What follows belongs to an exercise in optimizing a design on an open flow for small area; a production flow would make more cautious choices.
Only simulation tests tie the RTL to the original design; equivalence was not proved.

<file path="design/flow/flow/run.sh">
#!/bin/bash
# The standard layout (the standard.sh, unchanged synthesis), with two
# placement choices: ports buffered with the smallest buffer, and constant
# outputs left on the single tie cells that synthesis made.
set -euo pipefail
export BUFFER_PORTS_ARGS="-buffer_cell sky130_fd_sc_hd__buf_1"
export SKIP_REPAIR_TIE_FANOUT=1
bash standard.sh > standard.log 2>&1
</file>
<file path="design/flow/standard.sh">
#!/bin/bash
# synth_recipe.tcl (not shown) runs the flow's synth.tcl, then flattens the netlist and writes it again
# the make line also repeats each setting of config.mk as NAME=value (left out here)
make -C /OpenROAD-flow-scripts/flow DESIGN_CONFIG=/design/flow/config.mk WORK_HOME=/design/flow/orfs CLKGATE_MAP_FILE= SYNTH_SCRIPT=/design/flow/synth_recipe.tcl "${@:-finish}"
</file>
<file path="design/flow/config.mk">
export PLATFORM = sky130hd
export DESIGN_NAME = pong_top
export DESIGN_NICKNAME = pong_top
export VERILOG_FILES = /design/flow/design.v
export SDC_FILE = /design/flow/constraint.sdc
export NUM_CORES = 4
export LEC_CHECK = 0
export CAP_MARGIN = 20
export CORE_MARGIN = 2
export CORE_UTILIZATION = 65
export CTS_BUF_LIST = sky130_fd_sc_hd__clkbuf_2 sky130_fd_sc_hd__clkbuf_4 sky130_fd_sc_hd__clkbuf_8
export PLACE_DENSITY = 0.75
export SLEW_MARGIN = 20
</file>
<file path="design/flow/constraint.sdc">
create_clock -name core_clock -period 8.0 [get_ports {ball_clk}]
set_input_delay 1.6000 -clock core_clock [delete_from_list [all_inputs] [get_ports {ball_clk}]]
set_output_delay 1.6000 -clock core_clock [all_outputs]
set_load 0.01 [all_outputs]
</file>
<file path="design/flow/design.v">
package pong_geom_pkg;
  typedef logic signed [11:0] coord_t;
  localparam coord_t field_w      = 12'sd640;
  localparam coord_t field_h      = 12'sd480;
  localparam coord_t paddle_y_max = 12'sd555;  
  localparam coord_t wall_left   = 12'sd20;
  localparam coord_t wall_right  = field_w - 12'sd20;
  localparam coord_t wall_top    = 12'sd0;
  localparam coord_t wall_bottom = field_h;
  localparam coord_t goal_y_lo = 12'sd140;  
  localparam coord_t goal_y_hi = 12'sd340;
  localparam coord_t goal_x_lo = 12'sd21;   
  localparam coord_t goal_x_hi = 12'sd619;  
  localparam coord_t centre_x = field_w / 12'sd2;  
  localparam coord_t centre_y = field_h / 12'sd2;
  typedef struct packed {
    coord_t x;
    coord_t y;
  } point_t;
  function automatic logic [12:0] add13(input logic [12:0] a, input logic [12:0] b,
                                        input logic cin);
    logic [12:0] s;
    logic        c;
    c = cin;
    for (int i = 0; i < 13; i++) begin
      s[i] = a[i] ^ b[i] ^ c;
      c    = (a[i] & b[i]) | (c & (a[i] ^ b[i]));
    end
    add13 = s;
  endfunction
  function automatic logic [11:0] step12(input logic [11:0] v, input logic en,
                                         input logic dec);
    logic [11:0] r;
    logic        ones, zeros;
    ones  = 1'b1;
    zeros = 1'b1;
    for (int i = 0; i < 12; i++) begin
      r[i]  = v[i] ^ (en & (dec ? zeros : ones));
      ones  = ones & v[i];
      zeros = zeros & ~v[i];
    end
    step12 = r;
  endfunction
  function automatic logic ugt13(input logic [12:0] x, input logic [12:0] k);
    logic r;
    r = 1'b0;
    for (int i = 0; i < 13; i++) r = k[i] ? (x[i] & r) : (x[i] | r);
    ugt13 = r;
  endfunction
  function automatic logic ult13(input logic [12:0] x, input logic [12:0] k);
    logic r;
    r = 1'b0;
    for (int i = 0; i < 13; i++) r = k[i] ? (~x[i] | r) : (~x[i] & r);
    ult13 = r;
  endfunction
  function automatic logic sgt13(input logic [12:0] x, input logic [12:0] k);
    sgt13 = ugt13(x ^ 13'h1000, k ^ 13'h1000);
  endfunction
  function automatic logic slt13(input logic [12:0] x, input logic [12:0] k);
    slt13 = ult13(x ^ 13'h1000, k ^ 13'h1000);
  endfunction
  function automatic logic cgt(input coord_t x, input coord_t k);
    cgt = sgt13({x[11], x}, {k[11], k});
  endfunction
  function automatic logic clt(input coord_t x, input coord_t k);
    clt = slt13({x[11], x}, {k[11], k});
  endfunction
endpackage
package pong_play_pkg;
  typedef enum logic [2:0] {
    dir_up_right   = 3'd0,
    dir_up_left    = 3'd1,
    dir_down_left  = 3'd2,
    dir_down_right = 3'd3,
    dir_right      = 3'd4,  
    dir_left       = 3'd5
  } dir_t;
  typedef enum logic {
    st_idle,  
    st_play
  } game_state_t;
  typedef enum logic [1:0] {
    zone_upper,
    zone_centre,
    zone_lower
  } zone_t;
  typedef struct packed {
    logic  valid;  
    logic  back;   
    zone_t zone;
  } hit_t;
endpackage
module paddle_bank (
  input  logic         ball_clk,
  input  logic         reset,
  input  logic [3:0]   direction_switch,
  output logic [19:0]  base_y,   
  output logic [1:0]   merged,   
  output logic [143:0] paddles
);
  localparam logic [71:0] pad_x = {12'd590, 12'd50, 12'd490, 12'd150, 12'd490, 12'd150};
  for (genvar t = 0; t < 2; t++) begin : g_team
    logic [9:0]  y;
    logic        m;
    logic        go_down, go_up, at_ceil, at_floor;
    logic [11:0] y_nxt;
    assign go_down  = direction_switch[2*t] & ~direction_switch[2*t+1];
    assign go_up    = direction_switch[2*t+1] & ~direction_switch[2*t];
    assign at_ceil  = m ? (y == 10'd555) : (y == 10'd315);
    assign at_floor = (y == 10'd0);
    assign y_nxt = pong_geom_pkg::step12({2'b00, y}, go_up | go_down, go_up);
    always_ff @(posedge ball_clk or negedge reset) begin
      if (!reset) begin
        y <= 10'd120;
        m <= 1'b0;
      end else if (go_down & at_ceil) begin
        y <= 10'd0;
        m <= 1'b1;
      end else if (go_up & at_floor) begin
        y <= 10'd555;
        m <= 1'b1;
      end else begin
        y <= y_nxt[9:0];
      end
    end
    logic       s;
    logic [9:0] y_240, y_120;
    assign s = ~m;
    for (genvar i = 0; i < 10; i++) begin : g_add
      if (i < 4) begin : g_lo240
        assign y_240[i] = y[i];
      end else if (i == 4) begin : g_first240
        assign y_240[i] = y[i] ^ s;
      end else if (i < 8) begin : g_mid240
        assign y_240[i] = y[i] ^ (s & ~(|y[i-1:4]));
      end else begin : g_hi240
        assign y_240[i] = y[i] ^ (s & (|y[7:4]) & (&y[i-1:8] | (i == 8)));
      end
      if (i < 3) begin : g_lo120
        assign y_120[i] = y[i];
      end else if (i == 3) begin : g_first120
        assign y_120[i] = y[i] ^ s;
      end else if (i < 7) begin : g_mid120
        assign y_120[i] = y[i] ^ (s & ~(|y[i-1:3]));
      end else begin : g_hi120
        assign y_120[i] = y[i] ^ (s & (|y[6:3]) & (&y[i-1:7] | (i == 7)));
      end
    end
    assign base_y[10*t +: 10] = y;
    assign merged[t]          = m;
    assign paddles[24*t +: 24]     = {pad_x[12*(t) +: 12], 2'b00, y};
    assign paddles[24*(t+2) +: 24] = {pad_x[12*(t+2) +: 12], 2'b00, y_240};
    assign paddles[24*(t+4) +: 24] = {pad_x[12*(t+4) +: 12], 2'b00, y_120};
  end
endmodule
module paddle_hit_detect (
  input  logic [19:0]           base_y,
  input  logic [1:0]            merged,
  input  pong_geom_pkg::point_t ball,
  output pong_play_pkg::hit_t   hit
);
  pong_geom_pkg::coord_t      bx, by;
  logic        team_b;
  logic [9:0]  ys;
  logic        ms;
  logic [12:0] e;         
  logic        yw0, yw2, yw4;
  logic        near_f, near_b, far_f, far_b;
  logic        h0, h2, h4;
  assign bx = ball.x;
  assign by = ball.y;
  assign team_b = bx[9] ^ bx[8];
  assign ys     = team_b ? base_y[19:10] : base_y[9:0];
  assign ms     = team_b ? merged[1] : merged[0];
  logic [7:0] lo;    
  logic [12:0] hd;
  logic       bw;
  logic [6:0] el7;
  logic       hm1, hz, hp1, hp2;  
  logic [5:0] hdeq;               
  assign lo  = pong_geom_pkg::add13({6'b0, 1'b0, by[6:0]}, {6'b0, 1'b0, ~ys[6:0]}, 1'b1);
  assign bw  = ~lo[7];
  assign el7 = lo[6:0];
  assign hd  = pong_geom_pkg::add13({{8{by[11]}}, by[11:7]}, ~{10'b0, ys[9:7]}, 1'b1);
  for (genvar k = 0; k < 5; k++) begin : g_hd
    assign hdeq[k] = (hd[5:0] == 6'(k - 1));
  end
  assign hdeq[5] = 1'b0;
  assign hm1 = bw ? hdeq[1] : hdeq[0];
  assign hz  = bw ? hdeq[2] : hdeq[1];
  assign hp1 = bw ? hdeq[3] : hdeq[2];
  assign hp2 = bw ? hdeq[4] : hdeq[3];
  assign e   = {5'b0, hd[0] ^ bw, el7};
  logic w0, w2, w4;
  assign w0 = (hm1 & pong_geom_pkg::ugt13({6'b0, el7}, 13'd18)) |
              (hz  & pong_geom_pkg::ult13({6'b0, el7}, 13'd110));
  assign w2 = (hp1 & pong_geom_pkg::ugt13({6'b0, el7}, 13'd2)) |
              (hp2 & pong_geom_pkg::ult13({6'b0, el7}, 13'd94));
  assign w4 = (hz  & pong_geom_pkg::ugt13({6'b0, el7}, 13'd10)) |
              (hp1 & pong_geom_pkg::ult13({6'b0, el7}, 13'd102));
  assign yw0 = w0;
  assign yw2 = ms ? w0 : w2;
  assign yw4 = ms ? w0 : w4;
  always_comb begin
    if (team_b) begin
      near_f = pong_geom_pkg::cgt(bx, 12'sd425) & pong_geom_pkg::clt(bx, 12'sd490);
      near_b = pong_geom_pkg::cgt(bx, 12'sd490) & pong_geom_pkg::clt(bx, 12'sd555);
      far_f  = pong_geom_pkg::cgt(bx, 12'sd525) & pong_geom_pkg::clt(bx, 12'sd590);
      far_b  = pong_geom_pkg::cgt(bx, 12'sd590) & pong_geom_pkg::clt(bx, 12'sd655);
    end else begin
      near_f = pong_geom_pkg::cgt(bx, 12'sd85) & pong_geom_pkg::clt(bx, 12'sd150);
      near_b = pong_geom_pkg::cgt(bx, 12'sd150) & pong_geom_pkg::clt(bx, 12'sd215);
      far_f  = pong_geom_pkg::cgt(bx, -12'sd15) & pong_geom_pkg::clt(bx, 12'sd50);
      far_b  = pong_geom_pkg::cgt(bx, 12'sd50) & pong_geom_pkg::clt(bx, 12'sd115);
    end
  end
  assign h0 = (near_f | near_b) & yw0;
  assign h2 = (near_f | near_b) & yw2;
  assign h4 = (far_f | far_b) & yw4;
  logic [7:0] el;
  logic       up0, lo0, up2, lo2, up4, lo4;
  assign el  = e[7:0];
  assign up0 = pong_geom_pkg::ugt13({5'b0, el}, 13'd0)   & pong_geom_pkg::ult13({5'b0, el}, 13'd20);
  assign lo0 = pong_geom_pkg::ugt13({5'b0, el}, 13'd236);
  assign up2 = pong_geom_pkg::ugt13({5'b0, el}, 13'd240) | pong_geom_pkg::ult13({5'b0, el}, 13'd4);
  assign lo2 = pong_geom_pkg::ugt13({5'b0, el}, 13'd220) & pong_geom_pkg::ult13({5'b0, el}, 13'd240);
  assign up4 = pong_geom_pkg::ugt13({5'b0, el}, 13'd120) & pong_geom_pkg::ult13({5'b0, el}, 13'd140);
  assign lo4 = pong_geom_pkg::ugt13({5'b0, el}, 13'd100) & pong_geom_pkg::ult13({5'b0, el}, 13'd120);
  always_comb begin
    logic up, lo;
    hit.valid = h0 | h2 | h4;
    hit.back  = (h0 | h2) ? near_b : far_b;
    if (h0 | ms) begin
      up = up0; lo = lo0;
    end else if (h2) begin
      up = up2; lo = lo2;
    end else begin
      up = up4; lo = lo4;
    end
    if (up)      hit.zone = pong_play_pkg::zone_upper;
    else if (lo) hit.zone = pong_play_pkg::zone_lower;
    else         hit.zone = pong_play_pkg::zone_centre;
  end
endmodule
module ball_motion (
  input  logic                       ball_clk,
  input  logic                       reset,
  input  pong_play_pkg::game_state_t state,
  input  logic                       serve,
  input  pong_play_pkg::dir_t        serve_dir,
  input  pong_play_pkg::hit_t        hit,
  output pong_geom_pkg::point_t      ball,
  output pong_play_pkg::dir_t        ball_dir
);
  logic [2:0]  d;
  logic        mv, left, up, down, xflip, yflip, neg;
  logic [12:0] sx, sy;
  logic [2:0]  nd;
  assign d    = ball_dir;
  assign left = d[0] ^ d[1];
  assign down = d[1];
  assign up   = ~d[2] & ~d[1];
  assign mv   = (state == pong_play_pkg::st_play);
  assign xflip = left ? (ball.x == 12'sd20) : (ball.x == 12'sd620);
  assign yflip = (up & (ball.y == 12'sd0)) | (down & (ball.y == 12'sd480));
  logic [2:0] dlo;
  logic [2:0] xlo;
  logic       clo;
  logic [11:0] xhi;
  assign neg = hit.valid ? ~hit.back : left;
  assign dlo = {mv & (hit.valid ^ neg), mv & neg, mv};
  always_comb begin
    logic c;
    c = 1'b0;
    for (int i = 0; i < 3; i++) begin
      xlo[i] = ball.x[i] ^ dlo[i] ^ c;
      c      = (ball.x[i] & dlo[i]) | (c & (ball.x[i] | dlo[i]));
    end
    clo = c;
  end
  assign xhi = pong_geom_pkg::step12({3'b000, ball.x[11:3]}, mv & (clo ^ neg), neg);
  assign sx  = {1'b0, xhi[8:0], xlo};
  assign sy  = {1'b0, pong_geom_pkg::step12(ball.y, mv & (up | down), up)};
  always_comb begin
    if (hit.valid)  nd = {hit.zone == pong_play_pkg::zone_centre,
                          hit.zone == pong_play_pkg::zone_lower, ~hit.back};
    else if (xflip) nd = d ^ 3'd1;
    else if (yflip) nd = d ^ 3'd3;
    else            nd = d;
  end
  always_ff @(posedge ball_clk or negedge reset) begin
    if (!reset) begin
      ball     <= {12'sd320, 12'sd240};
      ball_dir <= pong_play_pkg::dir_up_right;
    end else if (serve) begin  
      ball     <= {12'sd320, 12'sd240};
      ball_dir <= serve_dir;
    end else begin
      ball     <= {sx[11:0], sy[11:0]};
      ball_dir <= mv ? pong_play_pkg::dir_t'(nd) : ball_dir;
    end
  end
endmodule
module game_fsm (
  input  logic                       ball_clk,
  input  logic                       reset,
  input  logic                       start_game,  
  input  pong_geom_pkg::point_t      ball,
  output pong_play_pkg::game_state_t state,
  output logic                       serve,       
  output pong_play_pkg::dir_t        serve_dir
);
  logic goal;
  assign goal = (state == pong_play_pkg::st_play) &
                pong_geom_pkg::cgt(ball.y, pong_geom_pkg::goal_y_lo) & pong_geom_pkg::clt(ball.y, pong_geom_pkg::goal_y_hi) &
                (pong_geom_pkg::clt(ball.x, pong_geom_pkg::goal_x_lo) | pong_geom_pkg::cgt(ball.x, pong_geom_pkg::goal_x_hi));
  assign serve = (state == pong_play_pkg::st_idle) &
                 ~(~ball.x[11] & ~ball.x[10] & ~ball.x[9] & ball.x[8]);
  always_ff @(posedge ball_clk or negedge reset) begin
    if (!reset) begin
      state     <= pong_play_pkg::st_idle;
      serve_dir <= pong_play_pkg::dir_up_right;
    end else begin
      case (state)
        pong_play_pkg::st_idle: if (!start_game) state <= pong_play_pkg::st_play;
        default:                if (goal) state <= pong_play_pkg::st_idle;
      endcase
      if (goal) begin
        case (serve_dir)
          pong_play_pkg::dir_up_right:   serve_dir <= pong_play_pkg::dir_up_left;
          pong_play_pkg::dir_up_left:    serve_dir <= pong_play_pkg::dir_down_left;
          pong_play_pkg::dir_down_left:  serve_dir <= pong_play_pkg::dir_down_right;
          pong_play_pkg::dir_down_right: serve_dir <= pong_play_pkg::dir_right;
          pong_play_pkg::dir_right:      serve_dir <= pong_play_pkg::dir_left;
          default:                       serve_dir <= pong_play_pkg::dir_up_right;
        endcase
      end
    end
  end
endmodule
module pong_top (
  input  logic                       ball_clk,
  input  logic                       reset,
  input  logic [3:0]                 direction_switch,
  input  logic                       start_game,
  output logic [143:0]               paddles,
  output pong_geom_pkg::point_t      ball,
  output pong_play_pkg::dir_t        ball_dir,
  output pong_play_pkg::game_state_t state
);
  logic [19:0]         base_y;
  logic [1:0]          merged;
  pong_play_pkg::hit_t hit;
  logic                serve;
  pong_play_pkg::dir_t serve_dir;
  paddle_bank u_paddle_bank (
    .ball_clk         (ball_clk),
    .reset            (reset),
    .direction_switch (direction_switch),
    .base_y           (base_y),
    .merged           (merged),
    .paddles          (paddles)
  );
  paddle_hit_detect u_paddle_hit_detect (
    .base_y (base_y),
    .merged (merged),
    .ball   (ball),
    .hit    (hit)
  );
  ball_motion u_ball_motion (
    .ball_clk  (ball_clk),
    .reset     (reset),
    .state     (state),
    .serve     (serve),
    .serve_dir (serve_dir),
    .hit       (hit),
    .ball      (ball),
    .ball_dir  (ball_dir)
  );
  game_fsm u_game_fsm (
    .ball_clk   (ball_clk),
    .reset      (reset),
    .start_game (start_game),
    .ball       (ball),
    .state      (state),
    .serve      (serve),
    .serve_dir  (serve_dir)
  );
endmodule
</file>
==> out/summary.txt, run 1 <==
status: no timing/DRC/antenna violations
routed len/inst: 16.9 µm
ant diodes: 0
fin crit share: 93.1%
nets@finish: 733
Distinct cells, synth: 69
startpoint class of the critical path: register
slew at the pin closest to its max-slew limit: 0.907 ns
initial antenna violation count: 0
H-tree levels: 2
Synth Register Bits: 53
endpoints failing hold: 0
Post-Place Cells: 800
r2r endpoint: u_ball_motion.ball[23]
num ports: 179
Syn Nets: 774
number of I/O port buffers: 94
GR Layer Usage met3: 3.15%
worst hold stages: 1
TritonCTS Buffers: 5
Setup crit end kind: register
Req. time, crit path: 8.19 ns
max_cap viols: 0
CP dominant cell by count: fa_1
GPL Wtd Cong: 0.956
Die Ht: 97.9 µm
root buf cell: clkbuf_8
relative max-transition margin: 39.3%
Tot GR Track Use: 27.8%
Clock Pin Slew Worst Setup and Hold Paths: 0.10 ns
largest net degree at the start of global routing: 57
cells after synthesis: 740
post-CTS sizing: 0
top cell type's share of synthesized area: 17.0%
crit-path leading delay family: adder cells
vias in the first global route: 4606
Skew-Pair Late Insertion Delay: 0.31 ns
share of post-route cells with drive strength above 1: 6.29%
busiest grt layer: met2
core area: 8640 µm²
arrival time worst endpoint: 7.64 ns
CP max stage cell: dfstp_2
Crit Path Max Fanout: 14
Die X: 97.9 µm
CTS Buffer Depth: 2
worst path buffer plus inverter count: 3
Fin Clk Skew: 0.00895 ns
TritonCTS Sinks: 53
Vias: 4877
die area: 9590 µm²
Netlist Area Pre-Place: 5740 µm²
remaining global-route overflow: 0
CTS Hold Bufs: 0
Routed WL: 13600 µm
mean number of vias per cell: 6.04
cell taking the most area after synthesis: dfrtp_1
worst reg2reg setup slack: 0.55 ns
Crit Path Category: reg -> reg
Area Growth Syn to Fin: -5.37%
Hold Crit Class: reg -> reg
R2R cell count: 27
Row Count: 34
Initial Util: 66.4%
met2 usage: 47.4%
WHS: 0.581 ns
post-CTS setup buffers: 0
Post-synth EDFFs: 0
asr flop ratio synth: 100%
Area contributors post-synth: dfrtp_1 17%, buf_4 13%, dfstp_2 6.4%, nor2_1 5.4%, xnor2_1 4.9%
Critical Path Max Stage Delay: 0.65 ns
Setup-failing EPs final: 0
Hold Path Origin: u_game_fsm.serve_dir[0]
RR Startpoint: u_ball_motion.ball[20]
met1 GRT Util: 37.5%
Layout Cells excl Fill: 808
starting DRC count in detailed routing: 293
DPL Wire Length: 10200 µm
Remaining DRCs: 0
Max Slew Vio Count: 0
Final ANT Viol Nets: 0
YS warnings: 4
DR pass1 iterations: 5
setup TNS: 0 ns
unrepaired setup endpoints after global routing: false
Main synth FF type: dfrtp_1
first-pass GRT wire length: 22300 µm
fin crit period: 7.45 ns
mean area per synthesized cell: 7.75 µm²
Seq/Total Area, Yosys: 23.4%
fmax: 134 MHz
hold path endpoint: u_game_fsm.serve_dir[0]
CTS tree: built
==> routing by layer <==
metal,up-vias,wire length [µm],share of wire (%)
li1,2338,-,-
met1,2348,5940,44
met2,169,6700,49
met3,22,755,5.5
met4,0,240,1.8
met5,-,0,0
==> state kept, by name (all words and copies together), names as in the netlist <==
name	cells
u_paddle_bank.g_team.m	2
u_game_fsm.state	1
u_ball_motion.ball_dir	3
u_ball_motion.ball	24
u_paddle_bank.g_team.y	20
u_game_fsm.serve_dir	3
==> worst max path at each step <==
stage,from,to,slack [ns],cells after the start
2_1_floorplan,u_ball_motion.ball[20],u_ball_motion.ball[23],0.54,30
3_3_place_gp,u_ball_motion.ball[20],u_ball_motion.ball[23],0.85,27
3_5_place_dp,u_ball_motion.ball[20],u_ball_motion.ball[23],0.66,27
4_1_cts,u_ball_motion.ball[20],u_ball_motion.ball[23],0.63,27
5_1_grt,u_ball_motion.ball[21],u_ball_motion.ball[23],0.08,27
6_report,u_ball_motion.ball[20],u_ball_motion.ball[23],0.55,27
==> cells in the mapped netlist, types with 3 or more instances <==
cell type	instances
a21oi_1	45
nor4b_1	3
mux2_2	6
nor2_1	82
a21boi_0	3
inv_1	41
nand3_1	18
dfstp_2	14
fa_1	10
nand2_1	46
nor3_1	27
buf_2	3
or3_1	9
a211oi_1	5
buf_4	99
nand3b_1	4
nor2b_1	7
ha_1	17
nand4_1	7
o21ai_0	35
xor2_1	31
mux2i_1	18
a32oi_1	3
a21o_1	4
and2_1	7
a31oi_1	6
clkbuf_1	41
o211ai_1	4
o21a_1	4
nand2b_1	6
nor4_1	12
dfrtp_1	39
and3_1	5
xnor2_1	32
==> cell type report <==
cell class                 instances  area, µm²
sequential                        53       1340
tap                              108        135
fill                             801       3210
inverter                          41        154
clock inverter                     2       35.0
clock buffer                       6       76.3
multi-input combinational        500       3300
timing repair buffer              98        384
==> stage by stage <==
step	instance area, µm²	setup slack [ns]	util (%)
finish	5430	0.551	62.9
global route	5430	0.0790	62.9
CTS	5430	0.630	62.9
detailed placement	5320	0.658	61.6
global placement	5320	0.845	61.6
floorplan	5740	0.540	-
==> logic make-up (layout without fill, tap and decap cells) <==
logic type                 after synthesis  after routing  synth area share, %
DFF                                     53             53                 23.4
muxes                                   25             25                 4.58
buffers and inverters                  187            147                 19.0
xor gates and xnor gates                63             63                 9.62
adders and majority gates               27             27                 7.20
other                                    2              2                0.131
and+or+nand+nor                        248            248                 21.3
AOI/OAI and AO/OA                      135            135                 14.7
==> placed cells by master (no fill, tap or decap), types with 6 or more instances in the layout <==
| cell type | Yosys | final |
|---|---|---|
| mux2_2 | 6 | 6 |
| dfrtp_1 | 39 | 39 |
| xor2_1 | 31 | 31 |
| o21ai_0 | 35 | 35 |
| buf_1 | 1 | 93 |
| mux2i_1 | 18 | 18 |
| nor2_1 | 82 | 82 |
| a31oi_1 | 6 | 6 |
| nand2b_1 | 6 | 6 |
| xnor2_1 | 32 | 32 |
| and2_1 | 7 | 7 |
| fa_1 | 10 | 10 |
| or3_1 | 9 | 9 |
| nand3_1 | 18 | 18 |
| ha_1 | 17 | 17 |
| nor3_1 | 27 | 27 |
| a21oi_1 | 45 | 45 |
| inv_1 | 41 | 41 |
| nor4_1 | 12 | 12 |
| nand4_1 | 7 | 7 |
| dfstp_2 | 14 | 14 |
| nor2b_1 | 7 | 7 |
| nand2_1 | 46 | 46 |
==> run 2, diff against run 1 <==
--- a/design/flow/design.v
+++ b/design/flow/design.v
@@ -109,5 +109,5 @@
     assign at_ceil  = m ? (y == 10'd555) : (y == 10'd315);
     assign at_floor = (y == 10'd0);
-    assign y_nxt = pong_geom_pkg::step12({2'b00, y}, go_up | go_down, go_up);
+    assign y_nxt = go_up ? pong_geom_pkg::step12({2'b00, y}, 1'b1, 1'b1) : pong_geom_pkg::step12({2'b00, y}, go_down, 1'b0);
     always_ff @(posedge ball_clk or negedge reset) begin
       if (!reset) begin
--- a/design/flow/config.mk
+++ b/design/flow/config.mk
@@ -8,6 +8,5 @@
 export CAP_MARGIN = 20
 export CORE_MARGIN = 2
-export CORE_UTILIZATION = 65
+export CORE_UTILIZATION = 40
 export CTS_BUF_LIST = sky130_fd_sc_hd__clkbuf_2 sky130_fd_sc_hd__clkbuf_4 sky130_fd_sc_hd__clkbuf_8
-export PLACE_DENSITY = 0.75
 export SLEW_MARGIN = 20
==> out/summary.txt, run 2 <==
Area contributors post-synth: dfrtp_1 18%, buf_4 13%, dfstp_2 6.6%, nor2_1 5.0%, xnor2_1 4.6%
first-pass GRT wire length: 21700 µm
XOR/XNOR share of the synthesized area: 8.96%
nets@finish: 700
share of post-route cells with drive strength above 1: 9.27%
Remaining DRCs: 0
TritonCTS Buffers: 5
Routed WL: 13400 µm
r2r endpoint: u_ball_motion.ball[23]
YS warnings: 4
max FFs per register: 24
Adder-Cell Fraction of Synth Area: 7.00%
H-tree levels: 2
Layout Cells excl Fill: 849
worst reg2reg setup slack: 0.51 ns
Die X: 122 µm
Critical Path Max Stage Delay: 0.67 ns
Syn Nets: 729
WHS: 0.562 ns
most frequent cells in the layout: 93 x buf_1, 74 x nor2_1, 39 x inv_1, 39 x dfrtp_1, 37 x nand2_1
Req. time, crit path: 8.20 ns
# fillers: 1420
met1 GRT Util: 24.2%
status: no timing/DRC/antenna violations
asr flop ratio synth: 100%
RR Startpoint: u_ball_motion.ball[20]
fin crit share: 93.6%
DPL Wire Length: 9780 µm
Crit Path Category: reg -> reg
area of the multi-input gates: 3180 µm²
cells after synthesis: 697
CP dominant cell by count: fa_1
max_cap viols: 0
Row Count: 43
top flop regs: u_ball_motion.ball (24), u_paddle_bank.g_team.y (20)
starting DRC count in detailed routing: 321
fin crit period: 7.49 ns
CTS Hold Bufs: 0
Main synth FF type: dfrtp_1
largest net degree at the start of global routing: 57
Post-synth EDFFs: 0
Setup-failing EPs final: 0
top cell type's share of synthesized area: 17.6%
Synth Register Bits: 53
Max Slew Vio Count: 0
Largest Register: u_ball_motion.ball
Setup crit end kind: register
routed len/inst: 15.7 µm
arrival time worst endpoint: 7.69 ns
root buf cell: clkbuf_8
post-synthesis mux area share: 5.15%
Clock Pin Slew Worst Setup and Hold Paths: 0.11 ns
worst hold stages: 2
GR Layer Usage met3: 3.04%
Hold Path Origin: u_ball_motion.ball[5]
startpoint class of the critical path: register
initial antenna violation count: 0
Worst Setup Slack, final: 0.508 ns
unrepaired setup endpoints after global routing: false
met2 usage: 30.1%
number of I/O port buffers: 94
Hold Crit Class: reg -> reg
mean number of vias per cell: 5.48
commonest non-fill, non-tap cell in the layout: buf_1
slew at the pin closest to its max-slew limit: 0.951 ns
Netlist Area Pre-Place: 5540 µm²
CTS tree: built
cell taking the most area after synthesis: dfrtp_1
remaining global-route overflow: 0
Die Ht: 122 µm
Initial Util: 40.4%
relative max-transition margin: 36.0%
mean area per synthesized cell: 7.95 µm²
vias in the first global route: 4277
Synth Area in Simple Gates: 21.5%
Final ANT Viol Nets: 0
register area: 1350 µm²
Area Growth Syn to Fin: -2.12%
fmax: 133 MHz
Synth Area in Compound Gates: 13.9%
die area: 14800 µm²
num ports: 179
Vias: 4654
Placement Setup Slack: 0.200 ns
TritonCTS Sinks: 53
Crit Path Max Fanout: 5
R2R cell count: 27
core area: 13700 µm²
most frequent cell after synthesis: buf_4
Post-Place Cells: 837
setup TNS: 0 ns
GPL Wtd Cong: 0.834
ant diodes: 0
DR pass1 iterations: 4
endpoints failing hold: 0
hold path endpoint: u_ball_motion.ball[5]
Seq/Total Area, Yosys: 24.2%
crit-path leading delay family: adder cells
Skew-Pair Late Insertion Delay: 0.34 ns
worst path buffer plus inverter count: 2
largest family of logic cells by synthesized area: simple AND/OR/NAND/NOR gates
CP max stage cell: dfstp_4
Distinct cells, synth: 69
Tot GR Track Use: 18.5%
Post-synth top cells: 99 x buf_4, 74 x nor2_1, 39 x dfrtp_1, 39 x inv_1, 37 x nand2_1
busiest grt layer: met2
CTS Buffer Depth: 2
Fin Clk Skew: 0.0131 ns
## run 2: cell types whose count changed in the layout (fill, tap and decap cells not counted), moves of 4 or more
cell,delta
nand2_1,-9
nor3_1,-11
mux2i_1,-4
buf_4,+5
xor2_1,-7
nand4_1,+7
nor2_1,-8
a32o_1,+5
a21oi_1,-12
and2_1,-6
o21ai_0,-6
mux2_2,+5
## run 2: logic make-up after synthesis
| group | after synthesis |
|---|---|
| XOR/XNOR | 55 |
| multiplexers | 27 |
| buffers and inverters | 180 |
| other | 2 |
| AO/OA/AOI/OAI | 119 |
| AND/OR/NAND/NOR | 236 |
| adder cells (fa/ha/maj) | 25 |
| flip-flops | 53 |
## run 2: layout make-up
| cell class | instances | share of cell area, % |
|---|---|---|
| timing repair buffer | 104 | 7.98 |
| clock inverter | 3 | 0.415 |
| multi-input combinational | 464 | 58.6 |
| tap | 180 | 4.15 |
| clock buffer | 5 | 1.27 |
| sequential | 53 | 24.8 |
| inverter | 40 | 2.77 |
## run 2: how the worst max path moves through the flow
stage | start | endpoint | cells past startpoint
final | u_ball_motion.ball[20] | u_ball_motion.ball[23] | 27
after CTS | u_ball_motion.ball[20] | u_ball_motion.ball[23] | 27
after global routing | u_ball_motion.ball[20] | u_ball_motion.ball[23] | 27
after global placement | u_ball_motion.ball[20] | u_ball_motion.ball[23] | 27
after floorplan | u_ball_motion.ball[20] | u_ball_motion.ball[22] | 28
after detailed placement | u_ball_motion.ball[20] | u_ball_motion.ball[23] | 27
## run 2: worst reg2reg max path: stages (launching register included)
cell and delay (ns):
dfstp_4 0.67, xor2_4 0.18, mux2_2 0.36, ha_1 0.19
fa_1 0.39, fa_1 0.39, fa_1 0.39, fa_1 0.39
fa_1 0.37, inv_1 0.08, fa_2 0.48, nor2b_4 0.18
o21ai_0 0.11, a32o_1 0.28, a21oi_1 0.22, o22a_1 0.21
o32ai_2 0.09, nand2_1 0.12, fa_1 0.18, inv_1 0.05
fa_1 0.42, or3_1 0.33, or4_1 0.44, or4_1 0.45
nor2_1 0.11, mux2i_1 0.09, xor2_1 0.14, nor2_1 0.06
## run 2: timing repair
action,4_1_cts,5_1_grt
gates resized for setup,0,9
setup endpoints to repair,0,2
endpoints found under the hold margin,0,0
buffers inserted,0,4
## run 2: per-stage QoR
stage / utilization [%] / cell area (µm²)
after floorplan: - / 5540
after global placement: 38.3 / 5260
after detailed placement: 38.3 / 5260
after CTS: 39.0 / 5350
after global routing: 39.5 / 5420
final: 39.5 / 5420
## run 2: per-layer routing
layer	vias up	wire (µm)
met3	30	682
met4	0	362
met2	165	6360
met1	2232	5960
met5	-	0
li1	2227	-
==> run 3, diff against run 2 <==
==> design/flow/flow/run.sh (replaced) <==
#!/bin/bash
# The standard layout (the standard.sh, unchanged synthesis), with
# three placement choices: ports buffered with the smallest buffer, constant
# outputs left on the single tie cells that synthesis made, and gates sized
# down to drive 1 after floorplanning (repair sizes them up where needed).
set -euo pipefail
export BUFFER_PORTS_ARGS="-buffer_cell sky130_fd_sc_hd__buf_1"
export SKIP_REPAIR_TIE_FANOUT=1
export POST_FLOORPLAN_TCL="$PWD/flow/downsize.tcl"
bash standard.sh > standard.log 2>&1
==> design/flow/flow/downsize.tcl (new file) <==
# After floorplan: give every combinational cell the smallest drive strength
# of its own function. Synthesis sized some gates for loads they no longer
# see; the later repair steps size up again wherever timing needs it.
set lib_cells {}
foreach inst [get_cells *] {
  set master [get_property $inst ref_name]
  if { ![regexp {^(sky130_fd_sc_hd__)([a-z0-9]+)_([0-9]+)$} $master -> pfx base drive] } { continue }
  if { [string match "df*" $base] || [string match "sdf*" $base] || $base eq "conb"
       || [string match "tap*" $base] || [string match "clkbuf" $base] || [string match "clkinv*" $base] } { continue }
  set best ""
  set best_area 1e9
  foreach cand [get_lib_cells "*/${pfx}${base}_*"] {
    set cname [get_property $cand name]
    if { ![regexp "^${pfx}${base}_\[0-9\]+\$" $cname] } { continue }
    set a [get_property $cand area]
    if { $a < $best_area } { set best_area $a; set best $cname }
  }
  if { $best ne "" && $best ne $master } {
    puts "downsize [get_property $inst full_name] $master -> $best"
    replace_cell $inst $best
  }
}
==> out/summary.txt, run 3 <==
slew at the pin closest to its max-slew limit: 0.931 ns
Post-synth top cells: 99 x buf_4, 74 x nor2_1, 39 x dfrtp_1, 39 x inv_1, 37 x nand2_1
top flop regs: u_ball_motion.ball (24), u_paddle_bank.g_team.y (20)
Clock Pin Slew Worst Setup and Hold Paths: 0.10 ns
routed len/inst: 15.8 µm
Max Slew Vio Count: 0
startpoint class of the critical path: register
ant diodes: 0
Seq/Total Area, Yosys: 24.2%
max_cap viols: 0
initial antenna violation count: 0
vias in the first global route: 4293
post-CTS setup buffers: 0
Synth Register Bits: 53
Largest Register: u_ball_motion.ball
Vias: 4688
Fin Clk Skew: 0.0122 ns
fin crit period: 7.65 ns
Area Growth Syn to Fin: -3.43%
top cell type's share of synthesized area: 17.6%
Routed WL: 13400 µm
Placement Setup Slack: 0.168 ns
CTS Buffer Depth: 2
Syn Nets: 729
share of post-route cells with drive strength above 1: 5.26%
CTS tree: built
DPL Wire Length: 9910 µm
Post-synth EDFFs: 0
Initial Util: 40.4%
max FFs per register: 24
Main synth FF type: dfrtp_1
relative max-transition margin: 37.9%
mean area per synthesized cell: 7.95 µm²
Crit Path Category: reg -> reg
Distinct cells, synth: 69
nets@finish: 697
# fillers: 1456
endpoints failing hold: 0
fmax: 131 MHz
GPL Wtd Cong: 0.905
cells after synthesis: 697
first-pass GRT wire length: 21800 µm
Remaining DRCs: 0
Netlist Area Pre-Place: 5540 µm²
Area contributors post-synth: dfrtp_1 18%, buf_4 13%, dfstp_2 6.6%, nor2_1 5.0%, xnor2_1 4.6%
most frequent cells in the layout: 93 x buf_1, 75 x nor2_1, 40 x inv_1, 39 x dfrtp_1, 37 x nand2_1
H-tree levels: 2
Setup crit end kind: register
Worst Setup Slack, final: 0.347 ns
most frequent cell after synthesis: buf_4
Setup-failing EPs final: 0
DR pass1 iterations: 5
die area: 14800 µm²
Hold Crit Class: reg -> reg
Skew-Pair Late Insertion Delay: 0.33 ns
status: no timing/DRC/antenna violations
asr flop ratio synth: 100%
number of I/O port buffers: 94
TritonCTS Buffers: 5
Final ANT Viol Nets: 0
Row Count: 43
commonest non-fill, non-tap cell in the layout: buf_1
arrival time worst endpoint: 7.84 ns
Tot GR Track Use: 18.3%
fin crit share: 95.7%
YS warnings: 4
remaining global-route overflow: 0
Die X: 122 µm
Req. time, crit path: 8.18 ns
mean number of vias per cell: 5.54
root buf cell: clkbuf_8
largest net degree at the start of global routing: 57
starting DRC count in detailed routing: 305
cell taking the most area after synthesis: dfrtp_1
TritonCTS Sinks: 53
core area: 13700 µm²
Die Ht: 122 µm
Crit Path Max Fanout: 16
num ports: 179
-- run 3: cell counts after synthesis --
No cell type changed its count.
-- run 3: routing by layer --
metal	global-route usage (%)	share of wire [%]
met1	24.8	46
met2	29.9	48
met3	3.60	5.1
met4	4.81	1.4
met5	0	0
-- run 3: critical path, stage by stage, from the launching register on --
cell and delay (ns):
dfstp_4 0.75, xor2_4 0.21, mux2_1 0.34, ha_1 0.19, fa_1 0.38, fa_1 0.38, fa_1 0.39, fa_1 0.39
fa_1 0.36, inv_1 0.07, fa_1 0.48, nor2b_2 0.24, o211ai_1 0.14, a32o_1 0.29, mux2i_1 0.19, o22a_1 0.18
o32ai_1 0.08, nand2_1 0.11, fa_1 0.19, inv_1 0.05, fa_1 0.42, or3_1 0.35, or4_1 0.47, or4_1 0.45
nor2_1 0.10, mux2i_1 0.09, xor2_1 0.15, nor2_1 0.06
-- run 3: final cells by class --
class	count	area, µm²	share of cell area [%]
clock buffers	6	82.6	1.54
clock inverters	2	17.5	0.327
inverters	40	150	2.81
multi-input cells	464	3120	58.3
flip-flops and latches	53	1350	25.2
well taps	180	225	4.21
repair buffers	101	407	7.60
-- run 3: logic make-up after synthesis --
family / count (synthesis) / synth area share (%)
AO/OA/AOI/OAI: 119 / 13.9
XOR/XNOR: 55 / 8.96
adder cells (fa/ha/maj): 25 / 7.00
buffers and inverters: 180 / 19.1
flip-flops: 53 / 24.2
multiplexers: 27 / 5.15
other: 2 / 0.136
AND/OR/NAND/NOR: 236 / 21.5
-- run 3: what timing repair did --
action | 4_1_cts | 5_1_grt
resized for setup | 0 | 6
endpoints found under the setup margin | 0 | 2
hold buffers | 0 | 0
-- run 3: through the flow --
step | hold slack (ns) | area [µm²] | TNS [ns] | util (%) | std cells
after CTS | 0.568 | 5320 | 0 | 38.8 | 846
after floorplan | 0.496 | 5540 | 0 | - | 697
after global placement | 0.524 | 5220 | 0 | 38.0 | 838
after global routing | 0.601 | 5350 | -0.0137 | 39.0 | 846
after detailed placement | 0.550 | 5220 | 0 | 38.0 | 838
final | 0.560 | 5350 | 0 | 39.0 | 846
-- run 3: final timing paths --
path	to	cells past startpoint	from	slack [ns]
hold / removal	u_ball_motion.ball[5]	2	u_ball_motion.ball[5]	0.56
setup / recovery	u_ball_motion.ball[23]	27	u_ball_motion.ball[20]	0.35
max in group asynchronous	u_ball_motion.ball[2]	2	reset	6.14
min in group asynchronous	u_ball_motion.ball[15]	2	reset	1.40
hold reg to reg	u_ball_motion.ball[5]	2	u_ball_motion.ball[5]	0.56
setup reg to reg	u_ball_motion.ball[23]	27	u_ball_motion.ball[20]	0.35
==> run 4, diff against run 3 <==
--- a/design/flow/design.v
+++ b/design/flow/design.v
@@ -107,5 +107,5 @@
     assign go_down  = direction_switch[2*t] & ~direction_switch[2*t+1];
     assign go_up    = direction_switch[2*t+1] & ~direction_switch[2*t];
-    assign at_ceil  = m ? (y == 10'd555) : (y == 10'd315);
+    assign at_ceil  = y[5] & y[3] & y[1] & y[0] & (m ? y[9] : y[8] & y[4]);
     assign at_floor = (y == 10'd0);
     assign y_nxt = go_up ? pong_geom_pkg::step12({2'b00, y}, 1'b1, 1'b1) : pong_geom_pkg::step12({2'b00, y}, go_down, 1'b0);
@@ -247,5 +247,4 @@
   input  logic                       reset,
   input  pong_play_pkg::game_state_t state,
-  input  logic                       serve,
   input  pong_play_pkg::dir_t        serve_dir,
   input  pong_play_pkg::hit_t        hit,
@@ -269,5 +268,5 @@
   logic [11:0] xhi;
   assign neg = hit.valid ? ~hit.back : left;
-  assign dlo = {mv & (hit.valid ^ neg), mv & neg, mv};
+  assign dlo = {hit.valid ^ neg, neg, 1'b1};
   always_comb begin
     logic c;
@@ -279,7 +278,7 @@
     clo = c;
   end
-  assign xhi = pong_geom_pkg::step12({3'b000, ball.x[11:3]}, mv & (clo ^ neg), neg);
+  assign xhi = pong_geom_pkg::step12({3'b000, ball.x[11:3]}, clo ^ neg, neg);
   assign sx  = {1'b0, xhi[8:0], xlo};
-  assign sy  = {1'b0, pong_geom_pkg::step12(ball.y, mv & (up | down), up)};
+  assign sy  = {1'b0, up ? pong_geom_pkg::step12(ball.y, 1'b1, 1'b1) : pong_geom_pkg::step12(ball.y, down, 1'b0)};
   always_comb begin
     if (hit.valid)  nd = {hit.zone == pong_play_pkg::zone_centre,
@@ -293,10 +292,10 @@
       ball     <= {12'sd320, 12'sd240};
       ball_dir <= pong_play_pkg::dir_up_right;
-    end else if (serve) begin  
+    end else if (mv) begin
+      ball     <= {sx[11:0], sy[11:0]};
+      ball_dir <= pong_play_pkg::dir_t'(nd);
+    end else begin
       ball     <= {12'sd320, 12'sd240};
       ball_dir <= serve_dir;
-    end else begin
-      ball     <= {sx[11:0], sy[11:0]};
-      ball_dir <= mv ? pong_play_pkg::dir_t'(nd) : ball_dir;
     end
   end
@@ -308,5 +307,4 @@
   input  pong_geom_pkg::point_t      ball,
   output pong_play_pkg::game_state_t state,
-  output logic                       serve,       
   output pong_play_pkg::dir_t        serve_dir
 );
@@ -315,6 +313,4 @@
                 pong_geom_pkg::cgt(ball.y, pong_geom_pkg::goal_y_lo) & pong_geom_pkg::clt(ball.y, pong_geom_pkg::goal_y_hi) &
                 (pong_geom_pkg::clt(ball.x, pong_geom_pkg::goal_x_lo) | pong_geom_pkg::cgt(ball.x, pong_geom_pkg::goal_x_hi));
-  assign serve = (state == pong_play_pkg::st_idle) &
-                 ~(~ball.x[11] & ~ball.x[10] & ~ball.x[9] & ball.x[8]);
   always_ff @(posedge ball_clk or negedge reset) begin
     if (!reset) begin
@@ -352,5 +348,4 @@
   logic [1:0]          merged;
   pong_play_pkg::hit_t hit;
-  logic                serve;
   pong_play_pkg::dir_t serve_dir;
   paddle_bank u_paddle_bank (
@@ -372,5 +367,4 @@
     .reset     (reset),
     .state     (state),
-    .serve     (serve),
     .serve_dir (serve_dir),
     .hit       (hit),
@@ -384,5 +378,4 @@
     .ball       (ball),
     .state      (state),
-    .serve      (serve),
     .serve_dir  (serve_dir)
   );
==> out/summary.txt, run 4 <==
status: no timing/DRC/antenna violations
DR pass1 iterations: 5
Crit Path Max Fanout: 14
setup TNS: 0 ns
Routed WL: 13200 µm
fin crit share: 94.0%
num ports: 179
commonest non-fill, non-tap cell in the layout: buf_1
Die X: 121 µm
first-pass GRT wire length: 21300 µm
cell taking the most area after synthesis: dfrtp_1
CP max stage cell: dfstp_2
Req. time, crit path: 8.25 ns
CTS Hold Bufs: 0
top flop regs: u_ball_motion.ball (24), u_paddle_bank.g_team.y (20)
cells after synthesis: 689
CTS Buffer Depth: 2
Initial Util: 41.1%
arrival time worst endpoint: 7.77 ns
number of I/O port buffers: 94
Remaining DRCs: 0
remaining global-route overflow: 0
Row Count: 42
CP dominant cell by count: fa_1
Area Growth Syn to Fin: -4.39%
max FFs per register: 24
post-place instance area: 5090 µm²
ant diodes: 0
fmax: 133 MHz
root buf cell: clkbuf_8
mean number of vias per cell: 5.28
slew at the pin closest to its max-slew limit: 0.974 ns
Syn Nets: 721
GPL Wtd Cong: 0.859
Vias: 4387
starting DRC count in detailed routing: 253
top cell type's share of synthesized area: 17.9%
core area: 13200 µm²
vias in the first global route: 4083
Synth Register Bits: 53
Distinct cells, synth: 66
post-CTS sizing: 0
Critical Path Max Stage Delay: 0.69 ns
Final ANT Viol Nets: 0
initial antenna violation count: 0
endpoints failing hold: 0
startpoint class of the critical path: register
Skew-Pair Late Insertion Delay: 0.33 ns
largest net degree at the start of global routing: 57
YS warnings: 4
Area contributors post-synth: dfrtp_1 18%, buf_4 14%, dfstp_2 6.8%, nor2_1 5.7%, xor2_1 5.0%
TritonCTS Buffers: 5
Seq/Total Area, Yosys: 24.7%
nets@finish: 686
Netlist Area Pre-Place: 5440 µm²
worst path buffer plus inverter count: 4
TritonCTS Sinks: 53
Fin Clk Skew: 0.0125 ns
routed len/inst: 15.9 µm
fin area: 5200 µm²
Clock Pin Slew Worst Setup and Hold Paths: 0.11 ns
relative max-transition margin: 34.2%
crit-path leading delay family: adder cells
Crit Path Category: reg -> reg
Post-synth top cells: 99 x buf_4, 83 x nor2_1, 56 x nand2_1
Post-synth EDFFs: 0
CTS tree: built
most frequent cells in the layout: 93 x buf_1, 84 x nor2_1, 56 x nand2_1, 39 x dfrtp_1, 33 x inv_1
asr flop ratio synth: 100%
Main synth FF type: dfrtp_1
DPL Wire Length: 9970 µm
post-CTS setup buffers: 0
Hold Crit Class: reg -> reg
Tot GR Track Use: 18.2%
share of post-route cells with drive strength above 1: 3.97%
Setup crit end kind: register
WHS: 0.570 ns
die area: 14600 µm²
Setup-failing EPs final: 0
fin crit period: 7.52 ns
unrepaired setup endpoints after global routing: false
H-tree levels: 2
most frequent cell after synthesis: buf_4
Max Slew Vio Count: 0
max_cap viols: 0
mean area per synthesized cell: 7.90 µm²
Largest Register: u_ball_motion.ball
utilization after layout: 39.3%
Die Ht: 121 µm
==> run 4: cell count changes in the layout (fill, tap and decap cells not counted), sizes merged, moves of 8 or more <==
cell   previous run  this run
inv              41        33
nor2             75        84
a21oi            36        23
nand4            14         5
nor3             17        25
nand2            37        56
==> run 4: final timing paths <==
kind | cells after the start | to | start | slack [ns]
max | 28 | u_ball_motion.ball[23] | u_ball_motion.ball[20] | 0.48
min | 1 | u_game_fsm.serve_dir[1] | u_game_fsm.serve_dir[1] | 0.57
max reg2reg | 28 | u_ball_motion.ball[23] | u_ball_motion.ball[20] | 0.48
min reg2reg | 1 | u_game_fsm.serve_dir[1] | u_game_fsm.serve_dir[1] | 0.57
max in group asynchronous | 2 | u_paddle_bank.g_team[0].y[8] | reset | 6.13
min in group asynchronous | 2 | u_ball_motion.ball[16] | reset | 1.39
==> run 4: cell families after synthesis <==
logic type,synth area share (%)
buf+inv,19.0
compound gates,12.0
mux,5.10
fa+ha+maj,7.13
flops,24.7
simple gates,21.8
other cells,0.138
xor+xnor,10.1
==> run 4: per-layer routing <==
metal	global-route usage [%]	routed length, µm
met1	23.6	5740
met2	32.2	6720
met3	2.45	608
met4	3.71	110
met5	0	0
==> run 4: per-stage QoR <==
| stage | setup slack, ns | instances |
|---|---|---|
| 2_1_floorplan | 0.765 | 689 |
| 3_3_place_gp | 0.708 | 823 |
| 3_5_place_dp | 0.555 | 823 |
| 4_1_cts | 0.482 | 831 |
| 5_1_grt | 0.0241 | 831 |
| 6_report | 0.479 | 831 |
==> run 4: cell type report <==
cell class | instances | area (µm²)
multi-input cells | 463 | 3020
flip-flops and latches | 53 | 1340
clock buffers | 5 | 68.8
clock inverters | 3 | 46.3
fillers | 1408 | 8040
inverters | 34 | 128
well taps | 176 | 220
repair buffers | 97 | 377
==> run 5, diff against run 4 <==
==> design/flow/flow/run.sh (replaced) <==
#!/bin/bash
# The standard layout (the standard.sh, unchanged synthesis), with these
# layout choices: ports buffered with the smallest buffer; constant outputs
# left on the single tie cells that synthesis made; gates sized down to drive
# 1 after floorplanning (later repair sizes them up where timing needs it);
# no dummy clock loads in the clock tree; no timing-driven buffering in global
# placement (repair_design still fixes slew and capacitance afterwards).
set -euo pipefail
export BUFFER_PORTS_ARGS="-buffer_cell sky130_fd_sc_hd__buf_1"
export SKIP_REPAIR_TIE_FANOUT=1
export POST_FLOORPLAN_TCL="$PWD/flow/downsize.tcl"
export CTS_ARGS="-sink_clustering_enable -repair_clock_nets -dont_use_dummy_load -buf_list {sky130_fd_sc_hd__clkbuf_2 sky130_fd_sc_hd__clkbuf_4 sky130_fd_sc_hd__clkbuf_8}"
bash standard.sh > standard.log 2>&1
--- a/design/flow/config.mk
+++ b/design/flow/config.mk
@@ -10,3 +10,4 @@
 export CORE_UTILIZATION = 40
 export CTS_BUF_LIST = sky130_fd_sc_hd__clkbuf_2 sky130_fd_sc_hd__clkbuf_4 sky130_fd_sc_hd__clkbuf_8
+export GPL_TIMING_DRIVEN = 0
 export SLEW_MARGIN = 20
==> out/summary.txt, run 5 <==
first-pass GRT wire length: 21200 µm
unrepaired setup endpoints after global routing: false
vias in the first global route: 4256
arrival time worst endpoint: 7.73 ns
max FFs per register: 24
TritonCTS Sinks: 53
r2r endpoint: u_ball_motion.ball[23]
Seq/Total Area, Yosys: 24.7%
initial antenna violation count: 0
TritonCTS Buffers: 5
post-synthesis mux area share: 5.10%
endpoints failing hold: 0
cell taking the most area after synthesis: dfrtp_1
Post-synth top cells: 99 x buf_4, 83 x nor2_1, 56 x nand2_1
worst hold stages: 1
XOR/XNOR share of the synthesized area: 10.1%
starting DRC count in detailed routing: 253
WHS: 0.546 ns
GPL Wtd Cong: 0.887
Netlist Area Pre-Place: 5440 µm²
Distinct cells, synth: 66
share of post-route cells with drive strength above 1: 3.90%
CP dominant cell by count: fa_1
asr flop ratio synth: 100%
Initial Util: 41.1%
Req. time, crit path: 8.23 ns
core area: 13200 µm²
most frequent cells in the layout: 198 x buf_1, 84 x nor2_1, 56 x nand2_1, 39 x dfrtp_1, 33 x inv_1
Area Growth Syn to Fin: 6.23%
Adder-Cell Fraction of Synth Area: 7.13%
fmax: 133 MHz
top cell type's share of synthesized area: 17.9%
Critical Path Max Stage Delay: 0.63 ns
Skew-Pair Late Insertion Delay: 0.33 ns
largest family of logic cells by synthesized area: simple AND/OR/NAND/NOR gates
Clock Pin Slew Worst Setup and Hold Paths: 0.11 ns
CTS tree: built
CP max stage cell: dfstp_2
DR pass1 iterations: 4
Main synth FF type: dfrtp_1
Crit Path Category: reg -> reg
commonest non-fill, non-tap cell in the layout: buf_1
Post-synth EDFFs: 0
mean area per synthesized cell: 7.90 µm²
Vias: 4772
cells after synthesis: 689
Max Slew Vio Count: 0
# fillers: 1425
R2R cell count: 30
number of I/O port buffers: 94
Synth Area in Compound Gates: 12.0%
Largest Register: u_ball_motion.ball
top flop regs: u_ball_motion.ball (24), u_paddle_bank.g_team.y (20)
Syn Nets: 721
Hold Path Origin: u_game_fsm.serve_dir[1]
Setup crit end kind: register
Area contributors post-synth: dfrtp_1 18%, buf_4 14%, dfstp_2 6.8%, nor2_1 5.7%, xor2_1 5.0%
relative max-transition margin: 30.6%
routed len/inst: 13.7 µm
DPL Wire Length: 10700 µm
routed length on met2: 6390 µm
mean number of vias per cell: 4.92
worst reg2reg setup slack: 0.50 ns
most frequent cell after synthesis: buf_4
hold path endpoint: u_game_fsm.serve_dir[1]
Fin Clk Skew: 0.0318 ns
RR Startpoint: u_ball_motion.ball[20]
CTS Hold Bufs: 0
YS warnings: 4
die area: 14600 µm²
startpoint class of the critical path: register
Remaining DRCs: 0
Crit Path Max Fanout: 10
num ports: 179
nets@finish: 828
Hold Crit Class: reg -> reg
Setup-failing EPs final: 0
area of the multi-input gates: 3050 µm²
CTS Buffer Depth: 2
Die Ht: 121 µm
Synth Register Bits: 53
Final ANT Viol Nets: 0
H-tree levels: 2
slew at the pin closest to its max-slew limit: 1.03 ns
max_cap viols: 0
fin crit share: 93.7%
Synth Area in Simple Gates: 21.8%
register area: 1340 µm²
fin crit period: 7.50 ns
Metal-1 WL: 6090 µm
Met3 Routed Length: 616 µm
remaining global-route overflow: 0
largest net degree at the start of global routing: 57
status: no timing/DRC/antenna violations
ant diodes: 0
Row Count: 42
highest routed metal layer: met4
root buf cell: clkbuf_8
Tot GR Track Use: 18.2%
Die X: 121 µm
Routed WL: 13300 µm
[run 5: changes by cell type in the layout (fill, tap and decap cells not counted), moves of 2 or more]
cell	change
buf_1	+105
buf_16	+2
buf_4	+2
clkbuf_1	+32
[run 5: worst max path at each step]
stage                                 from                endpoint
floorplan           u_ball_motion.ball[20]  u_ball_motion.ball[22]
detailed placement  u_ball_motion.ball[20]  u_ball_motion.ball[23]
CTS                 u_ball_motion.ball[20]  u_ball_motion.ball[23]
global route        u_ball_motion.ball[20]  u_ball_motion.ball[23]
finish              u_ball_motion.ball[20]  u_ball_motion.ball[23]
global placement    u_ball_motion.ball[20]  u_ball_motion.ball[23]
[run 5: through the flow]
step	cell area [µm²]	worst slack, ns	std cells	util [%]	TNS [ns]
6_report	5780	0.504	970	43.7	0
5_1_grt	5780	0.00286	970	43.7	0
4_1_cts	5720	0.00670	966	43.2	0
3_5_place_dp	5640	-0.562	961	42.6	-2.44
3_3_place_gp	5590	-0.472	959	42.2	-1.90
2_1_floorplan	5440	0.765	689	-	0
[run 5: area by class of cell]
class	count	area share, %
Inverter	34	2.21
Buffer	139	9.16
Sequential cell	53	23.2
Multi-Input combinational cell	463	52.8
Tap cell	176	3.81
Clock buffer	5	1.19
Timing Repair Buffer	100	7.60
[run 5: logic make-up after synthesis]
kind of cell / count (synthesis)
multiplexers: 26
buffers and inverters: 173
AND/OR/NAND/NOR: 249
AO/OA/AOI/OAI: 99
adder cells (fa/ha/maj): 25
XOR/XNOR: 62
flip-flops: 53
other: 2
[run 5: timing repair]
item | CTS | global route
gates resized for setup | 3 | 8
endpoints found under the setup margin | 8 | 6
endpoints found under the hold margin | 0 | 0
buffers inserted | 0 | 4
[run 5: critical path, delay by kind of cell, from the launching register on]
family | cells | cell delay (ns)
AOI/OAI and AO/OA | 4 | 0.77
xor gates and xnor gates | 2 | 0.37
adders and majority gates | 9 | 3.19
buffers and inverters | 5 | 0.74
DFF | 1 | 0.63
muxes | 2 | 0.42
and+or+nand+nor | 8 | 1.27
[run 5: layer usage]
metal  global-route usage, %  vias up
li1                        -     2414
met1                    24.2     2197
met2                    31.1      150
met3                    2.36       11
met4                    5.01        0
met5                       0        -
==> run 6, diff against run 5 <==
--- a/design/flow/flow/run.sh
+++ b/design/flow/flow/run.sh
@@ -4,6 +4,5 @@
 # left on the single tie cells that synthesis made; gates sized down to drive
 # 1 after floorplanning (later repair sizes them up where timing needs it);
-# no dummy clock loads in the clock tree; no timing-driven buffering in global
-# placement (repair_design still fixes slew and capacitance afterwards).
+# and no dummy clock loads in the clock tree.
 set -euo pipefail
 export BUFFER_PORTS_ARGS="-buffer_cell sky130_fd_sc_hd__buf_1"
--- a/design/flow/config.mk
+++ b/design/flow/config.mk
@@ -10,4 +10,3 @@
 export CORE_UTILIZATION = 40
 export CTS_BUF_LIST = sky130_fd_sc_hd__clkbuf_2 sky130_fd_sc_hd__clkbuf_4 sky130_fd_sc_hd__clkbuf_8
-export GPL_TIMING_DRIVEN = 0
 export SLEW_MARGIN = 20
==> out/summary.txt, run 6 <==
Post-Place Cells: 823
Placement Setup Slack: 0.555 ns
H-tree levels: 2
vias in the first global route: 4062
initial antenna violation count: 0
Hold Crit Class: reg -> reg
Post-synth top cells: 99 x buf_4, 83 x nor2_1, 56 x nand2_1
fin crit share: 93.7%
fmax: 133 MHz
asr flop ratio synth: 100%
setup TNS: 0 ns
first-pass GRT wire length: 21200 µm
nets@finish: 686
top cell type's share of synthesized area: 17.9%
GPL Wtd Cong: 0.859
Fin Clk Skew: 0.0252 ns
Die Ht: 121 µm
starting DRC count in detailed routing: 235
fin crit period: 7.49 ns
Netlist Area Pre-Place: 5440 µm²
Worst Setup Slack, final: 0.506 ns
most frequent cells in the layout: 93 x buf_1, 84 x nor2_1, 56 x nand2_1, 39 x dfrtp_1, 33 x inv_1
unrepaired setup endpoints after global routing: false
YS warnings: 4
Largest Register: u_ball_motion.ball
Max Slew Vio Count: 0
status: no timing/DRC/antenna violations
ant diodes: 0
Initial Util: 41.1%
cell taking the most area after synthesis: dfrtp_1
largest net degree at the start of global routing: 57
Critical Path Max Stage Delay: 0.68 ns
CTS Buffer Depth: 2
mean number of vias per cell: 5.31
TritonCTS Sinks: 53
Layout Cells excl Fill: 828
CTS Hold Bufs: 0
mean area per synthesized cell: 7.90 µm²
share of post-route cells with drive strength above 1: 3.53%
num ports: 179
Post-synth EDFFs: 0
TritonCTS Buffers: 5
core area: 13200 µm²
Area contributors post-synth: dfrtp_1 18%, buf_4 14%, dfstp_2 6.8%, nor2_1 5.7%, xor2_1 5.0%
DPL Wire Length: 9970 µm
Main synth FF type: dfrtp_1
Skew-Pair Late Insertion Delay: 0.33 ns
post-CTS sizing: 0
remaining global-route overflow: 0
max FFs per register: 24
Seq/Total Area, Yosys: 24.7%
Crit Path Max Fanout: 14
top flop regs: u_ball_motion.ball (24), u_paddle_bank.g_team.y (20)
endpoints failing hold: 0
slew at the pin closest to its max-slew limit: 1.02 ns
Req. time, crit path: 8.25 ns
commonest non-fill, non-tap cell in the layout: buf_1
Die X: 121 µm
CP max stage cell: dfstp_2
root buf cell: clkbuf_8
max_cap viols: 0
Vias: 4399
Row Count: 42
Final ANT Viol Nets: 0
Routed WL: 13100 µm
Syn Nets: 721
CP dominant cell by count: fa_1
arrival time worst endpoint: 7.75 ns
Clock Pin Slew Worst Setup and Hold Paths: 0.11 ns
Crit Path Category: reg -> reg
die area: 14600 µm²
Synth Register Bits: 53
Tot GR Track Use: 18.1%
Area Growth Syn to Fin: -5.24%
most frequent cell after synthesis: buf_4
number of I/O port buffers: 94
DR pass1 iterations: 5
relative max-transition margin: 31.2%
CTS tree: built
Setup crit end kind: register
Distinct cells, synth: 66
Remaining DRCs: 0
cells after synthesis: 689
Setup-failing EPs final: 0
startpoint class of the critical path: register
post-CTS setup buffers: 0
routed len/inst: 15.9 µm
[run 6: cell families after synthesis]
kind of cell             Yosys count  synth area share, %
AND/OR/NAND/NOR                  249                 21.8
buffers and inverters            173                 19.0
flip-flops                        53                 24.7
other                              2                0.138
multiplexers                      26                 5.10
adder cells (fa/ha/maj)           25                 7.13
XOR/XNOR                          62                 10.1
AO/OA/AOI/OAI                     99                 12.0
[run 6: layer usage]
layer,track usage [%],share of wire [%],up-vias
met2,31.9,51,142
met3,2.45,4.4,13
met4,3.71,0.84,0
met5,0,0,-
met1,23.7,44,2107
li1,-,-,2137
[run 6: area by class of cell]
type                    instances  area, µm²
well taps                     176        220
repair buffers                 97        377
multi-input cells             463       3020
fillers                      1412       8090
clock buffers                   5       68.8
flip-flops and latches         53       1340
inverters                      34        128
[run 6: final timing paths]
path	to	cells after the start	slack, ns	from
worst max-delay path	u_ball_motion.ball[23]	28	0.51	u_ball_motion.ball[20]
worst min-delay path	u_game_fsm.serve_dir[1]	1	0.57	u_game_fsm.serve_dir[1]
worst max register to register	u_ball_motion.ball[23]	28	0.51	u_ball_motion.ball[20]
worst min register to register	u_game_fsm.serve_dir[1]	1	0.57	u_game_fsm.serve_dir[1]
max in group asynchronous	u_paddle_bank.g_team[0].y[8]	2	6.11	reset
min in group asynchronous	u_ball_motion.ball[16]	2	1.39	reset
[run 6: critical path: cells and delay by family (launching register included)]
kind | cells | cell delay, ns
compound gates | 4 | 1.01
simple gates | 8 | 1.39
buf+inv | 4 | 0.48
xor+xnor | 2 | 0.41
flops | 1 | 0.68
fa+ha+maj | 8 | 2.97
mux | 2 | 0.45
[run 6: per-stage QoR]
step / cell area [µm²] / utilization, % / hold slack [ns]
after floorplan: 5440 / - / 0.481
after global placement: 5090 / 38.4 / 0.519
after detailed placement: 5090 / 38.4 / 0.552
after CTS: 5160 / 38.9 / 0.576
after global routing: 5160 / 38.9 / 0.630
final: 5160 / 38.9 / 0.568

## what the ideal ports hide
In the flow no input, the clock included, has a driving cell. The finished layouts below were timed again as built, in two steps. Step 1, drivers: a clkbuf_16 drives ball_clk and a buf_2 each remaining input, both assumed. Step 2 adds t to the input delays and takes it off the output delays; t is the mean of the earliest and latest rising clock arrival at the registers after step 1. Input paths then give back, and output paths get back, about the clock's delay inside the block. Slacks: ideal / step 1 / step 2; pairs: ideal / step 1.
| run | shift t [ns] | slack for setup (ns) | worst setup path at the end | slew at the worst register clock pin (ns) | cell pins on the clock port's net |
|---|---|---|---|---|---|
| run 1 | 0.342 | 0.551 / 0.551 / 0.551 | register to register | 0.10 / 0.10 | 1 |
| run 2 | 0.361 | 0.508 / 0.508 / 0.508 | register to register | 0.11 / 0.11 | 1 |
| run 3 | 0.362 | 0.347 / 0.347 / 0.347 | register to register | 0.11 / 0.11 | 1 |
| run 4 | 0.355 | 0.479 / 0.479 / 0.479 | register to register | 0.11 / 0.11 | 1 |
| run 5 | 0.352 | 0.504 / 0.504 / 0.504 | register to register | 0.11 / 0.11 | 1 |
| run 6 | 0.349 | 0.506 / 0.506 / 0.506 | register to register | 0.11 / 0.11 | 1 |
After both steps setup and hold are still met in every run listed.
